Source: an optimization exercise on an open RTL-to-GDS flow (aim: a short achievable clock period and few clock cycles per item). Production flows keep margins and buffers that such runs may drop. Where RTL was checked, it was by simulation tests only, not by an equivalence proof against the original.

## rev 12
// ascon_permutation
module ascon_permutation #(
    parameter int unsigned MAX_ROUNDS = 12
) (
    input  logic         clk,
    input  logic         rst_n,
    input  logic         start,
    input  logic [3:0]   num_rounds,
    input  logic [319:0] state_in,
    output logic [319:0] state_out,
    output logic         busy,
    output logic         done
);
Size in the first run: roughly 330 flip-flops, ~0.14 mm2 of cells after synthesis.
clock: 5.5 ns
lec_check: 0
cap_margin: 20
core_margin: 2
core_utilization: 40
slew_margin: 20
run.sh (not shown) runs the stock make flow with config.mk's settings and CLKGATE_MAP_FILE= SYNTH_SCRIPT=/design/flow/synth_recipe.tcl, a recipe that flattens the netlist after the stock synthesis.
Rev 12 did not finish; a tool error ended it in global routing.
--- input diff rev 12..rev 13 ---
- setting SETUP_SLACK_MARGIN to 1.5 for the first time
- changing CORE_UTILIZATION from 40 to 50
[summary]
Rev 13: aborted in global routing (tool error). Number of clock buffers inserted by TritonCTS of rev 13 exceeds that of rev 12 by more than 10%. Die span in y (higher): rev 12. Comparing rev 13 against rev 12, there is no change at all in number of enable-type register cells in the synthesized netlist. NOTE global placer's final weighted congestion rev 12->rev 13 increased by a few percent. Changes observed in rev 13 relative to rev 12: number of levels in the clock H-tree did not really move, count of instances resized after the clock tree is built higher, total placed cells including tap cells lower.
Function was not checked in any run of this note: the RTL went through the layout flow alone.

Setup of run 1:
Another version of the RTL of ascon_permutation (not shown whole).
For scale: about 330 flip-flops, roughly 650 I/O pins, ~100,000 sq um of cells after synthesis.
==> flow/config.mk <==
export PLATFORM = sky130hd
export DESIGN_NAME = ascon_permutation
export DESIGN_NICKNAME = ascon_permutation
export VERILOG_FILES = /design/flow/design.v
export SDC_FILE = /design/flow/constraint.sdc
export NUM_CORES = 4
export LEC_CHECK = 0
export CAP_MARGIN = 20
export CORE_MARGIN = 2
export CORE_UTILIZATION = 25
export SETUP_SLACK_MARGIN = 0.5
export SLEW_MARGIN = 20
==> flow/constraint.sdc <==
create_clock -name core_clock -period 5.5 [get_ports {clk}]
set_input_delay 1.1000 -clock core_clock [delete_from_list [all_inputs] [get_ports {clk}]]
set_output_delay 1.1000 -clock core_clock [all_outputs]
set_load 0.01 [all_outputs]
standard.sh (not shown) runs the stock make flow with config.mk's settings and CLKGATE_MAP_FILE= SYNTH_SCRIPT=/design/flow/synth_recipe.tcl, a recipe that flattens the netlist after the stock synthesis.
==> flow/flow/run.sh <==
#!/bin/bash
# Layout flow: the standard layout (standard.sh) with two changes:
#  * Yosys's half/full adder extraction is off (ADDER_MAP_FILE empty): the
#    design has no arithmetic, and extracted half adders only slow the
#    XOR/AND logic of the rounds. Registers are as in the standard synthesis.
#  * every input and output port still gets its buffer, but a plain buf_4
#    rather than the slow delay cell the default choice lands on.
set -uo pipefail
export ADDER_MAP_FILE=
export BUFFER_PORTS_ARGS="-buffer_cell sky130_fd_sc_hd__buf_4"
bash standard.sh finish > standard_flow.log 2>&1
status=$?
tail -n 40 standard_flow.log
exit $status
Testbench counts of run 1, summed over its fixed seeds: cycles 9,721, items 3,200.
## Diff of input files: run 2 against run 1
Settings: a change of SETUP_SLACK_MARGIN from 0.5 to 0.9; an added PLACE_DENSITY of 0.7.
--- outcome ---
Run 2 had finished all stages when the layout checks came back failing, citing negative setup slack.
Per the comparison of run 2 with run 1, maximum fanout count along the critical path fell 3, global-route track usage on met3 decreased by 4.4 points relative to the old numbers, number of enable-type register cells in the synthesized netlist shows no meaningful change, overall via count from detail_route essentially unchanged, final-stage net count grew by 3.5%.
Compare run 1 and run 2 | sequential share of layout area lower: run 2
Of run 1 and run 2, the higher smallest hold slack belongs to run 1.
Number of buffers and inverters on the critical path in run 2 is 4 above run 1.
diff inputs: run 2 => run 3
Settings: CORE_UTILIZATION now 30, was 25; PLACE_DENSITY now 0.6, was 0.7; SETUP_SLACK_MARGIN now 0.7, was 0.9.
Diff run 3 and run 2: die height lower in run 3. Final weighted congestion of routability-driven global placement in run 3 is about 2.7% higher than in run 2. Run 2 has a lower buffer count from post-CTS setup fixing than run 3. As far as multiplexer fraction of the synthesized cell area is concerned, run 3 and run 2 perform about the same. As far as number of H-tree levels goes, run 3 and run 2 are indistinguishable; the numbers are identical. Tool error GRT-0116 stopped run 3 during global routing; no final results. Comparing run 3 and run 2, worst setup timing slack at the placement stage is lower on run 3. Compared with run 2, run 3 shows a starting density of the core that is 5.1 points higher.

port drivers added, routing unchanged:
Ports are ideal in the flow. The routed layouts listed here were re-timed in OpenROAD. Step 1 sets driving cells, clkbuf_16 on the clock port and buf_2 on the other inputs (assumed; they add their load-dependent delay and slew). Step 2 moves the port delays by t, midway between the first and last clock arrival at a register: inputs arrive t later, outputs are due t later. That takes back most of the time a late clock gives input paths. Three values: ideal, step 1, step 2; two values: the first two.
run | t, ns | slack for setup (ns) | latest minus earliest clock arrival (ns)
run 1 | 0.839 | 0.108 / 0.108 / -0.618 | 0.073 / 0.073
run 2 | 0.856 | -0.136 / -0.136 / -0.617 | 0.055 / 0.054
With both steps, setup timing fails in run 1, where it was met with ideal ports. For run 1, which loses most, drivers alone change the setup slack by 0.000 ns; drivers and shift together by -0.726 ns.
